Background: an optimization exercise with open tools, aiming at small area, a short achievable clock period and few clock cycles. Do not read the settings as production practice.
RTL that was checked went through simulation tests only; none was proved equivalent to the original.
Power is estimated from default activity; no workload was simulated.

== main ==
==> flow/design.v <==
module uint_to_decimal_ascii_core #(
    parameter int TAIL = 4
) (
    input  logic         i_clk,
    input  logic         i_rst_n,
    input  logic         in_valid,
    output logic         in_ready,
    input  logic [31:0]  in_value,
    output logic         out_valid,
    input  logic         out_ready,
    output logic [5:0]   out_char,
    output logic         out_last
);
    localparam logic [1:0] P_IDLE  = 2'd0;    
    localparam logic [1:0] P_FIRST = 2'd3;    
    localparam logic [1:0] P_FETCH = 2'd1;    
    localparam logic [1:0] P_WAITX = 2'd2;    
    function automatic logic [3:0] add3(input logic [3:0] d);
        add3[3] = d[3] | (d[2] & (d[1] | d[0]));
        add3[2] = (d[2] & !d[1] & !d[0]) | (d[3] & d[0]);
        add3[1] = (!d[2] & d[1]) | (d[2] & d[1] & d[0]) | (d[3] & !d[0]);
        add3[0] = (!d[3] & !d[2] & d[0]) | (d[2] & d[1] & !d[0]) | (d[3] & !d[0]);
    endfunction
    function automatic logic [38:0] dd4(input logic [38:0] bcd, input logic [3:0] nib);
        logic [38:0] b;
        b = bcd;
        for (int s = 3; s >= 0; s--) begin
            for (int j = 0; j < 9; j++) begin
                b[4*j +: 4] = add3(b[4*j +: 4]);
            end
            b = {b[37:0], nib[s]};
        end
        dd4 = b;
    endfunction
    function automatic logic [3:0] lead_digit(input logic [39:0] bcd);
        logic [3:0] k;
        k = '0;
        for (int j = 1; j < 10; j++) begin
            if (bcd[4*j +: 4] != 4'd0) k = 4'(j);
        end
        lead_digit = k;
    endfunction
    logic [1:0]  r_pst;
    logic [2:0]  r_fidx;      
    logic        r_in_ready;
    logic [2:0]  top;
    always_comb begin
        top = 3'd0;
        for (int k = 2; k < 8; k++) begin
            if (in_value[4*k +: 4] != 4'd0) top = 3'(k - 1);
        end
    end
    logic [3:0]  r_nib;       
    logic [4:0]  r_nhb;       
    logic        r_nv, r_nfirst, r_nlast;
    logic [38:0] r_cb;
    logic        r_cb_done;
    logic [38:0] r_ob;
    logic [3:0]  r_ob_ptr;
    logic        r_ob_full;
    logic [4*TAIL-1:0] r_tb;
    logic [1:0]  r_tb_ptr;
    logic        r_tb_full;
    logic        r_ovalid, r_olast, r_svalid, r_slast;
    logic [3:0]  r_odig, r_sdig;
    logic push, push_ob, push_tb, ob_rel, tb_load, dlast, ob_free, cb_move, stall, step, fetch, o_free;
    logic [3:0] nib_now, nhi_now, ob_dig, dig;
    logic [39:0] ob_x;
    logic [35:0] in_up;
    assign push    = (r_ob_full || r_tb_full) && !r_svalid;
    assign push_tb = push && r_tb_full;
    assign push_ob = push && !r_tb_full;
    assign ob_rel  = r_ob_full && !r_tb_full && (r_ob_ptr < 4'(TAIL));
    assign tb_load = ob_rel && !(push_ob && r_ob_ptr == 4'd0);
    assign ob_free = !r_ob_full || ob_rel;
    assign cb_move = r_cb_done && ob_free;
    assign stall   = r_nv && r_nfirst && r_cb_done && !cb_move;
    assign step    = r_nv && !stall;
    assign fetch   = (r_pst == P_FETCH || r_pst == P_FIRST) && !stall;
    assign in_up   = {8'd0, in_value[31:4]};
    assign nib_now = in_value[4*r_fidx +: 4];
    assign nhi_now = in_up[4*r_fidx +: 4];
    assign ob_x    = {1'b0, r_ob};
    assign ob_dig  = ob_x[4*r_ob_ptr +: 4];
    assign dig     = r_tb_full ? r_tb[4*r_tb_ptr +: 4] : ob_dig;
    assign dlast   = r_tb_full ? (r_tb_ptr == 2'd0) : (r_ob_ptr == 4'd0);
    logic [1:0] n_pst;
    logic [2:0] n_fidx;
    logic       n_nv, n_nfirst, n_cb_done, n_ob_full, n_stall;
    always_comb begin
        n_pst    = r_pst;
        n_fidx   = r_fidx;
        n_nv     = fetch || (r_nv && stall);
        n_nfirst = fetch ? (r_pst == P_FIRST) : r_nfirst;
        if (r_pst == P_IDLE) begin
            if (in_valid) begin
                n_fidx = top;
                n_pst  = P_FIRST;
            end
        end else if (fetch) begin
            n_fidx = r_fidx - 3'd1;
            if (r_fidx == 3'd0) n_pst = r_in_ready ? P_IDLE : P_WAITX;
            else n_pst = P_FETCH;
        end else if (r_pst == P_WAITX) begin
            n_pst = P_IDLE;
        end
        n_cb_done = (r_cb_done && !cb_move) || (step && r_nlast);
        n_ob_full = (r_ob_full && !ob_rel) || cb_move;
        n_stall   = n_nv && n_nfirst && n_cb_done && n_ob_full;
    end
    assign o_free = !r_ovalid || out_ready;
    always_ff @(posedge i_clk) begin
        if (!i_rst_n) begin
            r_pst      <= P_IDLE;
            r_in_ready <= 1'b0;
            r_nv       <= 1'b0;
            r_cb_done  <= 1'b0;
            r_ob_full  <= 1'b0;
            r_tb_full  <= 1'b0;
            r_ovalid   <= 1'b0;
            r_svalid   <= 1'b0;
        end else begin
            r_pst      <= n_pst;
            r_in_ready <= (n_pst == P_WAITX) ||
                          ((n_pst == P_FETCH || n_pst == P_FIRST) && n_fidx == 3'd0 && !n_stall);
            r_nv       <= n_nv;
            r_cb_done  <= n_cb_done;
            r_ob_full  <= n_ob_full;
            if (tb_load) begin
                r_tb_full <= 1'b1;
            end else if (push_tb && r_tb_ptr == 2'd0) begin
                r_tb_full <= 1'b0;
            end
            if (o_free) begin
                r_ovalid <= r_svalid || push;
                r_svalid <= 1'b0;
            end else if (push) begin
                r_svalid <= 1'b1;
            end
        end
    end
    always_ff @(posedge i_clk) begin
        r_fidx   <= n_fidx;
        r_nfirst <= n_nfirst;
        if (fetch) begin
            r_nib   <= nib_now;
            r_nhb   <= {(nhi_now >= 4'd10), nhi_now - ((nhi_now >= 4'd10) ? 4'd10 : 4'd0)};
            r_nlast <= (r_fidx == 3'd0);
        end
        if (step) begin
            r_cb <= dd4(r_nfirst ? {34'd0, r_nhb} : r_cb, r_nib);
        end
        if (cb_move) begin
            r_ob     <= r_cb;
            r_ob_ptr <= lead_digit({1'b0, r_cb});
        end else if (push_ob) begin
            r_ob_ptr <= r_ob_ptr - 4'd1;
        end
        if (tb_load) begin
            r_tb     <= r_ob[4*TAIL-1:0];
            r_tb_ptr <= 2'(push_ob ? r_ob_ptr - 4'd1 : r_ob_ptr);
        end else if (push_tb) begin
            r_tb_ptr <= r_tb_ptr - 2'd1;
        end
        if (o_free) begin
            r_odig  <= r_svalid ? r_sdig : dig;
            r_olast <= r_svalid ? r_slast : dlast;
        end else if (push) begin
            r_sdig  <= dig;
            r_slast <= dlast;
        end
    end
    assign in_ready  = r_in_ready;
    assign out_valid = r_ovalid;
    assign out_char  = {2'b11, r_odig};
    assign out_last  = r_olast;
endmodule
clock: 11.0 ns
lec_check: 0
abc_area: 1
cap_margin: 20
core_margin: 2
core_utilization: 55
cts_buf_list: sky130_fd_sc_hd__clkbuf_8
place_density: 0.65
slew_margin: 20
standard.sh (not shown) runs the stock make flow with config.mk's settings and CLKGATE_MAP_FILE= SYNTH_SCRIPT=/design/flow/synth_recipe.tcl, a recipe that flattens the netlist after the stock synthesis.
==> flow/flow/run.sh <==
#!/bin/bash
# The standard layout (standard.sh: the standard flow's synthesis and the ORFS flow), changed in how
# it is made only:
#  - synthesis runs flow/synth.tcl, which is synth_recipe.tcl with ABC's mapping script
#    replaced by flow/abc_area2.script (same registers, smaller logic);
#  - the timing repair aims for SETUP_SLACK_MARGIN ns of setup slack, so that the achieved
#    period comes out well below the clock period;
#  - each port gets the smallest buffer cell (repair may still resize it).
# The make output (all tools) goes to flow_make.log; ORFS keeps each step's log under orfs/logs.
set -euo pipefail
export SETUP_SLACK_MARGIN=${MARGIN:-7.85}
export BUFFER_PORTS_ARGS="-buffer_cell sky130_fd_sc_hd__buf_1"
here=$(pwd)
sed "s#SYNTH_SCRIPT=[^ ]*#SYNTH_SCRIPT=${here}/flow/synth.tcl#" standard.sh > flow_standard.sh
grep -q "SYNTH_SCRIPT=${here}/flow/synth.tcl" flow_standard.sh
bash flow_standard.sh > flow_make.log 2>&1
==> flow/flow/abc_area2.script <==
strash
dch -f
map -a
mfs2
strash
dch -f
map -a
topo
stime -c
buffer -c
dnsize -c
==> flow/flow/synth.tcl <==
# The standard flow's synthesis (synth_recipe.tcl in the work folder), with its final ABC mapping run with
# abc_area2.script (an area-oriented script with two choice/mapping rounds and mfs2) in
# place of ORFS's abc_area.script. Registers and everything else are as synth_recipe.tcl makes
# them.
set ::own_flow_dir [file dirname [file normalize [info script]]]
proc abc {args} {
  set i [lsearch -exact $args -script]
  if {$i >= 0} {
    lset args [expr {$i + 1}] [file join $::own_flow_dir abc_area2.script]
  }
  yosys abc {*}$args
}
source [file join [file dirname $::own_flow_dir] synth_recipe.tcl]
Input changes introduced in the feature branch (baseline for comparison: main):
-- flow/design.v --
<<< main, line 1
module uint_to_decimal_ascii_core #(
    parameter int TAIL = 4
) (
    input  logic         i_clk,
    input  logic         i_rst_n,
>>> the feature branch, line 1
module uint_to_decimal_ascii_core (
    input  logic         i_clk,
    input  logic         i_rst_n,
<<< main, line 59
    logic [3:0]  r_ob_ptr;
    logic        r_ob_full;
    logic [4*TAIL-1:0] r_tb;
    logic [1:0]  r_tb_ptr;
    logic        r_tb_full;
    logic        r_ovalid, r_olast, r_svalid, r_slast;
    logic [3:0]  r_odig, r_sdig;
    logic push, push_ob, push_tb, ob_rel, tb_load, dlast, ob_free, cb_move, stall, step, fetch, o_free;
    logic [3:0] nib_now, nhi_now, ob_dig, dig;
    logic [39:0] ob_x;
    logic [35:0] in_up;
    assign push    = (r_ob_full || r_tb_full) && !r_svalid;
    assign push_tb = push && r_tb_full;
    assign push_ob = push && !r_tb_full;
    assign ob_rel  = r_ob_full && !r_tb_full && (r_ob_ptr < 4'(TAIL));
    assign tb_load = ob_rel && !(push_ob && r_ob_ptr == 4'd0);
    assign ob_free = !r_ob_full || ob_rel;
    assign cb_move = r_cb_done && ob_free;
    assign stall   = r_nv && r_nfirst && r_cb_done && !cb_move;
>>> the feature branch, line 57
    logic [3:0]  r_ob_ptr;
    logic        r_ob_full;
    logic        r_ovalid, r_olast, r_svalid, r_slast;
    logic [3:0]  r_odig, r_sdig;
    logic push, ob_free, cb_move, stall, step, fetch, o_free;
    logic [3:0] nib_now, nhi_now, ob_dig;
    logic [39:0] ob_x;
    logic [35:0] in_up;
    assign push    = r_ob_full && !r_svalid;
    assign ob_free = !r_ob_full || (push && r_ob_ptr == 4'd0);
    assign cb_move = r_cb_done && ob_free;
    assign stall   = r_nv && r_nfirst && r_cb_done && !cb_move;
<<< main, line 83
    assign ob_x    = {1'b0, r_ob};
    assign ob_dig  = ob_x[4*r_ob_ptr +: 4];
    assign dig     = r_tb_full ? r_tb[4*r_tb_ptr +: 4] : ob_dig;
    assign dlast   = r_tb_full ? (r_tb_ptr == 2'd0) : (r_ob_ptr == 4'd0);
    logic [1:0] n_pst;
    logic [2:0] n_fidx;
>>> the feature branch, line 74
    assign ob_x    = {1'b0, r_ob};
    assign ob_dig  = ob_x[4*r_ob_ptr +: 4];
    logic [1:0] n_pst;
    logic [2:0] n_fidx;
<<< main, line 106
        end
        n_cb_done = (r_cb_done && !cb_move) || (step && r_nlast);
        n_ob_full = (r_ob_full && !ob_rel) || cb_move;
        n_stall   = n_nv && n_nfirst && n_cb_done && n_ob_full;
    end
>>> the feature branch, line 95
        end
        n_cb_done = (r_cb_done && !cb_move) || (step && r_nlast);
        n_ob_full = (r_ob_full && !(push && r_ob_ptr == 4'd0)) || cb_move;
        n_stall   = n_nv && n_nfirst && n_cb_done && n_ob_full;
    end
<<< main, line 117
            r_cb_done  <= 1'b0;
            r_ob_full  <= 1'b0;
            r_tb_full  <= 1'b0;
            r_ovalid   <= 1'b0;
            r_svalid   <= 1'b0;
>>> the feature branch, line 106
            r_cb_done  <= 1'b0;
            r_ob_full  <= 1'b0;
            r_ovalid   <= 1'b0;
            r_svalid   <= 1'b0;
<<< main, line 127
            r_cb_done  <= n_cb_done;
            r_ob_full  <= n_ob_full;
            if (tb_load) begin
                r_tb_full <= 1'b1;
            end else if (push_tb && r_tb_ptr == 2'd0) begin
                r_tb_full <= 1'b0;
            end
            if (o_free) begin
                r_ovalid <= r_svalid || push;
>>> the feature branch, line 115
            r_cb_done  <= n_cb_done;
            r_ob_full  <= n_ob_full;
            if (o_free) begin
                r_ovalid <= r_svalid || push;
<<< main, line 154
            r_ob     <= r_cb;
            r_ob_ptr <= lead_digit({1'b0, r_cb});
        end else if (push_ob) begin
            r_ob_ptr <= r_ob_ptr - 4'd1;
        end
        if (tb_load) begin
            r_tb     <= r_ob[4*TAIL-1:0];
            r_tb_ptr <= 2'(push_ob ? r_ob_ptr - 4'd1 : r_ob_ptr);
        end else if (push_tb) begin
            r_tb_ptr <= r_tb_ptr - 2'd1;
        end
        if (o_free) begin
            r_odig  <= r_svalid ? r_sdig : dig;
            r_olast <= r_svalid ? r_slast : dlast;
        end else if (push) begin
            r_sdig  <= dig;
            r_slast <= dlast;
        end
    end
>>> the feature branch, line 137
            r_ob     <= r_cb;
            r_ob_ptr <= lead_digit({1'b0, r_cb});
        end else if (push) begin
            r_ob_ptr <= r_ob_ptr - 4'd1;
        end
        if (o_free) begin
            r_odig  <= r_svalid ? r_sdig : ob_dig;
            r_olast <= r_svalid ? r_slast : (r_ob_ptr == 4'd0);
        end else if (push) begin
            r_sdig  <= ob_dig;
            r_slast <= (r_ob_ptr == 4'd0);
        end
    end
The feature branch: all stages complete, timing, DRC and antenna checks passed
Timing endpoint of the critical path = r_in_ready: main; timing endpoint of the critical path = r_nhb[3]: the feature branch
Run comparison: main launching instance or port of the critical path in_value[18]; the feature branch launching instance or port of the critical path in_value[17]
Multi-input combinational cell count of the feature branch falls short of that of main by a little under 10%.
Final sequential cell count: the feature branch lower than main
Going from main to the feature branch, sequential power shrank by more than 10%.
Re switching power share of the total: the feature branch is 0.23 points down on main.
Going from main to the feature branch, number of cells produced by synthesis shrinks by 76.
main -> the feature branch: synthesized area divided by synthesized cell count decreased by a few percent
Via count: the feature branch vs main down about 5%
Lower count of plain and timing-repair buffers goes to main over the feature branch.
Measured against each other, main and the feature branch differ in longest individual stage delay on the worst path, the lower figure coming from the feature branch.
Testbench counts of the feature branch, summed over its fixed seeds: cycles 18,062.
The RTL of main was laid out without a check of its function.

========
Setup of the reference run:
Another version of the RTL of uint_to_decimal_ascii_core (not shown whole).
For scale: ~1100 cells after synthesis, roughly 150 flip-flops, about 45 I/O pins, ~8900 um^2 of cells after synthesis.
==> module uint_to_decimal_ascii_core, before the edit <==
module uint_to_decimal_ascii_core (
    input  logic         i_clk,
    input  logic         i_rst_n,
    input  logic         in_valid,
    output logic         in_ready,
    input  logic [31:0]  in_value,
    output logic         out_valid,
    input  logic         out_ready,
    output logic [5:0]   out_char,
    output logic         out_last
);
    function automatic logic [3:0] add3(input logic [3:0] d);
        add3[3] = d[3] | (d[2] & (d[1] | d[0]));
        add3[2] = (d[2] & !d[1] & !d[0]) | (d[3] & d[0]);
        add3[1] = (!d[2] & d[1]) | (d[2] & d[1] & d[0]) | (d[3] & !d[0]);
        add3[0] = (!d[3] & !d[2] & d[0]) | (d[2] & d[1] & !d[0]) | (d[3] & !d[0]);
    endfunction
    function automatic logic [38:0] dd4(input logic [38:0] bcd, input logic [3:0] nib);
        logic [38:0] b;
        b = bcd;
        for (int s = 3; s >= 0; s--) begin
            for (int j = 0; j < 9; j++) b[4*j +: 4] = add3(b[4*j +: 4]);
            b = {b[37:0], nib[s]};
        end
        dd4 = b;
    endfunction
    function automatic logic [3:0] lead_digit(input logic [39:0] bcd);
        logic [3:0] k;
        k = '0;
        for (int j = 1; j < 10; j++) begin
            if (bcd[4*j +: 4] != 4'd0) k = 4'(j);
        end
        lead_digit = k;
    endfunction
    logic [31:0] r_b;         
    logic [2:0]  r_fidx;      
    logic        r_bvalid;    
    logic        r_bfirst;    
    logic        r_in_ready;
    logic [2:0] top;
    always_comb begin
        top = '0;
        for (int k = 2; k < 8; k++) begin
            if (in_value[4*k +: 4] != 4'd0) top = 3'(k - 1);
        end
    end
    logic [3:0]  r_nib;       
    logic [4:0]  r_nhb;       
    logic        r_nv, r_nfirst, r_nlast;
    logic [38:0] r_cb;
    logic        r_cb_done;
    logic [38:0] r_ob;
    logic [3:0]  r_ob_ptr;
    logic        r_ob_full;
    logic        r_ovalid, r_olast, r_svalid, r_slast;
    logic [3:0]  r_odig, r_sdig;
    logic push, ob_free, cb_move, stall, step, fetch, take, o_free;
    logic [3:0]  f_nib, f_nhi;
    logic [3:0]  ob_dig;
    logic [39:0] ob_x;
    logic [35:0] b_up;    
    assign push    = r_ob_full && !r_svalid;
    assign ob_free = !r_ob_full || (push && r_ob_ptr == 4'd0);
    assign cb_move = r_cb_done && ob_free;
    assign stall   = r_nv && r_nfirst && r_cb_done && !cb_move;
    assign step    = r_nv && !stall;
    assign fetch   = r_bvalid && !stall;
    assign take    = in_valid && r_in_ready;
    assign b_up  = {8'd0, r_b[31:4]};
    assign f_nib = r_b[4*r_fidx +: 4];
    assign f_nhi = b_up[4*r_fidx +: 4];
    assign ob_x  = {1'b0, r_ob};
    assign ob_dig = ob_x[4*r_ob_ptr +: 4];
    logic n_bvalid, n_bfirst, n_nv, n_nfirst, n_cb_done, n_ob_full, n_stall;
    logic [2:0] n_fidx;
    always_comb begin
        n_bvalid = r_bvalid;
        n_bfirst = r_bfirst;
        n_fidx   = r_fidx;
        n_nv     = fetch || (r_nv && stall);
        n_nfirst = fetch ? r_bfirst : r_nfirst;
        if (fetch) begin
            n_bfirst = 1'b0;
            n_fidx   = r_fidx - 3'd1;
            if (r_fidx == 3'd0) n_bvalid = 1'b0;
        end
        if (take) begin
            n_bvalid = 1'b1;
            n_bfirst = 1'b1;
            n_fidx   = top;
        end
        n_cb_done = (r_cb_done && !cb_move) || (step && r_nlast);
        n_ob_full = (r_ob_full && !(push && r_ob_ptr == 4'd0)) || cb_move;
        n_stall   = n_nv && n_nfirst && n_cb_done && n_ob_full;
    end
    assign o_free = !r_ovalid || out_ready;
    always_ff @(posedge i_clk) begin
        if (!i_rst_n) begin
            r_bvalid   <= 1'b0;
            r_nv       <= 1'b0;
            r_in_ready <= 1'b0;
            r_cb_done  <= 1'b0;
            r_ob_full  <= 1'b0;
            r_ovalid   <= 1'b0;
            r_svalid   <= 1'b0;
        end else begin
            r_bvalid   <= n_bvalid;
            r_nv       <= n_nv;
            r_in_ready <= !n_bvalid || (n_fidx == 3'd0 && !n_stall);
            r_cb_done  <= n_cb_done;
            r_ob_full  <= n_ob_full;
            if (o_free) begin
                r_ovalid <= r_svalid || push;
                r_svalid <= 1'b0;
            end else if (push) begin
                r_svalid <= 1'b1;
            end
        end
    end
    always_ff @(posedge i_clk) begin
        if (take) begin
            r_b <= in_value;
        end
        r_fidx   <= n_fidx;
        r_bfirst <= n_bfirst;
        r_nfirst <= n_nfirst;
        if (fetch) begin
            r_nib   <= f_nib;
            r_nhb   <= {(f_nhi >= 4'd10), f_nhi - ((f_nhi >= 4'd10) ? 4'd10 : 4'd0)};
            r_nlast <= (r_fidx == 3'd0);
        end
        if (step) begin
            r_cb <= dd4(r_nfirst ? {34'd0, r_nhb} : r_cb, r_nib);
        end
        if (cb_move) begin
            r_ob     <= r_cb;
            r_ob_ptr <= lead_digit({1'b0, r_cb});
        end else if (push) begin
            r_ob_ptr <= r_ob_ptr - 4'd1;
        end
        if (o_free) begin
            r_odig  <= r_svalid ? r_sdig : ob_dig;
            r_olast <= r_svalid ? r_slast : (r_ob_ptr == 4'd0);
        end else if (push) begin
            r_sdig  <= ob_dig;
            r_slast <= (r_ob_ptr == 4'd0);
        end
    end
    assign in_ready  = r_in_ready;
    assign out_valid = r_ovalid;
    assign out_char  = {2'b11, r_odig};
    assign out_last  = r_olast;
endmodule
clock: 11.0 ns
lec_check: 0
abc_area: 1
cap_margin: 20
core_margin: 2
core_utilization: 40
place_density: 0.6
slew_margin: 20
==> flow/flow/run.sh <==
#!/bin/bash
# The standard layout (standard.sh: the standard flow's own synthesis and ORFS flow), with its timing
# repair aiming for setup slack of SETUP_SLACK_MARGIN ns beyond the clock period, so that
# the achieved period comes out well below it. The make output goes to flow_make.log.
set -euo pipefail
export SETUP_SLACK_MARGIN=${MARGIN:-7.6}
bash standard.sh > flow_make.log 2>&1
Testbench counts of the reference run, summed over its fixed seeds: cycles 17,923.
For the trial run, these inputs were changed with respect to the reference run:
--- a/flow/design.v
+++ b/flow/design.v
@@ -1,5 +1,7 @@
-module uint_to_decimal_ascii_core (
+module uint_to_decimal_ascii_core #(
+    parameter int TAIL = 4
+) (
     input  logic         i_clk,
     input  logic         i_rst_n,
     input  logic         in_valid,
     output logic         in_ready,
@@ -51,17 +53,25 @@
     logic        r_cb_done;
     logic [38:0] r_ob;
     logic [3:0]  r_ob_ptr;
     logic        r_ob_full;
+    logic [4*TAIL-1:0] r_tb;
+    logic [1:0]  r_tb_ptr;
+    logic        r_tb_full;
     logic        r_ovalid, r_olast, r_svalid, r_slast;
     logic [3:0]  r_odig, r_sdig;
-    logic push, ob_free, cb_move, stall, step, fetch, take, o_free;
+    logic push, push_ob, push_tb, ob_rel, tb_load, dlast, ob_free, cb_move, stall, step, fetch, take, o_free;
+    logic [3:0]  dig;
     logic [3:0]  f_nib, f_nhi;
     logic [3:0]  ob_dig;
     logic [39:0] ob_x;
     logic [35:0] b_up;    
-    assign push    = r_ob_full && !r_svalid;
-    assign ob_free = !r_ob_full || (push && r_ob_ptr == 4'd0);
+    assign push    = (r_ob_full || r_tb_full) && !r_svalid;
+    assign push_tb = push && r_tb_full;
+    assign push_ob = push && !r_tb_full;
+    assign ob_rel  = r_ob_full && !r_tb_full && (r_ob_ptr < 4'(TAIL));
+    assign tb_load = ob_rel && !(push_ob && r_ob_ptr == 4'd0);
+    assign ob_free = !r_ob_full || ob_rel;
     assign cb_move = r_cb_done && ob_free;
     assign stall   = r_nv && r_nfirst && r_cb_done && !cb_move;
     assign step    = r_nv && !stall;
     assign fetch   = r_bvalid && !stall;
@@ -70,8 +80,10 @@
     assign f_nib = r_b[4*r_fidx +: 4];
     assign f_nhi = b_up[4*r_fidx +: 4];
     assign ob_x  = {1'b0, r_ob};
     assign ob_dig = ob_x[4*r_ob_ptr +: 4];
+    assign dig    = r_tb_full ? r_tb[4*r_tb_ptr +: 4] : ob_dig;
+    assign dlast  = r_tb_full ? (r_tb_ptr == 2'd0) : (r_ob_ptr == 4'd0);
     logic n_bvalid, n_bfirst, n_nv, n_nfirst, n_cb_done, n_ob_full, n_stall;
     logic [2:0] n_fidx;
     always_comb begin
         n_bvalid = r_bvalid;
@@ -89,9 +101,9 @@
             n_bfirst = 1'b1;
             n_fidx   = top;
         end
         n_cb_done = (r_cb_done && !cb_move) || (step && r_nlast);
-        n_ob_full = (r_ob_full && !(push && r_ob_ptr == 4'd0)) || cb_move;
+        n_ob_full = (r_ob_full && !ob_rel) || cb_move;
         n_stall   = n_nv && n_nfirst && n_cb_done && n_ob_full;
     end
     assign o_free = !r_ovalid || out_ready;
     always_ff @(posedge i_clk) begin
@@ -100,16 +112,22 @@
             r_nv       <= 1'b0;
             r_in_ready <= 1'b0;
             r_cb_done  <= 1'b0;
             r_ob_full  <= 1'b0;
+            r_tb_full  <= 1'b0;
             r_ovalid   <= 1'b0;
             r_svalid   <= 1'b0;
         end else begin
             r_bvalid   <= n_bvalid;
             r_nv       <= n_nv;
             r_in_ready <= !n_bvalid || (n_fidx == 3'd0 && !n_stall);
             r_cb_done  <= n_cb_done;
             r_ob_full  <= n_ob_full;
+            if (tb_load) begin
+                r_tb_full <= 1'b1;
+            end else if (push_tb && r_tb_ptr == 2'd0) begin
+                r_tb_full <= 1'b0;
+            end
             if (o_free) begin
                 r_ovalid <= r_svalid || push;
                 r_svalid <= 1'b0;
             end else if (push) begin
@@ -134,17 +152,23 @@
         end
         if (cb_move) begin
             r_ob     <= r_cb;
             r_ob_ptr <= lead_digit({1'b0, r_cb});
-        end else if (push) begin
+        end else if (push_ob) begin
             r_ob_ptr <= r_ob_ptr - 4'd1;
         end
+        if (tb_load) begin
+            r_tb     <= r_ob[4*TAIL-1:0];
+            r_tb_ptr <= 2'(push_ob ? r_ob_ptr - 4'd1 : r_ob_ptr);
+        end else if (push_tb) begin
+            r_tb_ptr <= r_tb_ptr - 2'd1;
+        end
         if (o_free) begin
-            r_odig  <= r_svalid ? r_sdig : ob_dig;
-            r_olast <= r_svalid ? r_slast : (r_ob_ptr == 4'd0);
+            r_odig  <= r_svalid ? r_sdig : dig;
+            r_olast <= r_svalid ? r_slast : dlast;
         end else if (push) begin
-            r_sdig  <= ob_dig;
-            r_slast <= (r_ob_ptr == 4'd0);
+            r_sdig  <= dig;
+            r_slast <= dlast;
         end
     end
     assign in_ready  = r_in_ready;
     assign out_valid = r_ovalid;
Findings:
- Taking the reference run as the reference, in the trial run time the final worst path needs with I/O delays and setup decreased by 0.016 ns relative to the old numbers; number of global-route vias before repair went up by 799; final worst slack up 0.016 ns; distinct cell type count of the synthesized netlist now sits lower.
- The higher synthesized cell count came out of the trial run.
- The trial run completed; timing, DRC and antenna clean
- Compared with the reference run, in the trial run summed instance area of the synthesized netlist shows an increase of about 9%, pin slew with the least headroom to its limit now sits higher, post-layout total power rose by 19%, wire length after detailed routing now sits higher.
- Taking the reference run as the reference, in the trial run non-clock buffer count lower; first-pass GRT wire length higher.
No functional check of the RTL was part of the trial run.

==> port drivers added, routing unchanged <==
The results above use ideal ports. As a check the final layouts listed here were re-extracted and re-timed, cells and wires unchanged.
Step 1: set_driving_cell puts a clkbuf_16 on i_clk and a buf_2 on each other input, an assumption about the parent block.
Step 2, shift: input delay + t, output delay - t, t = (earliest + latest rising clock arrival at the registers) / 2. This alone moves slack from input paths to output paths.
Slacks: no drivers / after step 1 / after step 2; pairs: no drivers / after step 1.
run | t (ns) | setup WS [ns] | clock arrival spread, ns | worst register clock-pin slew, ns | worst data-port slew with drivers (ns)
main | 0.481 | 7.626 / 7.619 / 7.138 | 0.009 / 0.008 | 0.07 / 0.07 | 0.07
the feature branch | 0.463 | 7.826 / 7.829 / 7.366 | 0.011 / 0.010 | 0.07 / 0.07 | 0.04
the reference run | 0.461 | 7.707 / 7.689 / 7.265 | 0.010 / 0.010 | 0.06 / 0.06 | 0.04
the trial run | 0.468 | 7.723 / 7.685 / 7.278 | 0.011 / 0.011 | 0.07 / 0.07 | 0.05
After both steps setup and hold are still met in every run listed. For main, which loses most, drivers alone change the setup slack by -0.007 ns; drivers and shift together by -0.488 ns.
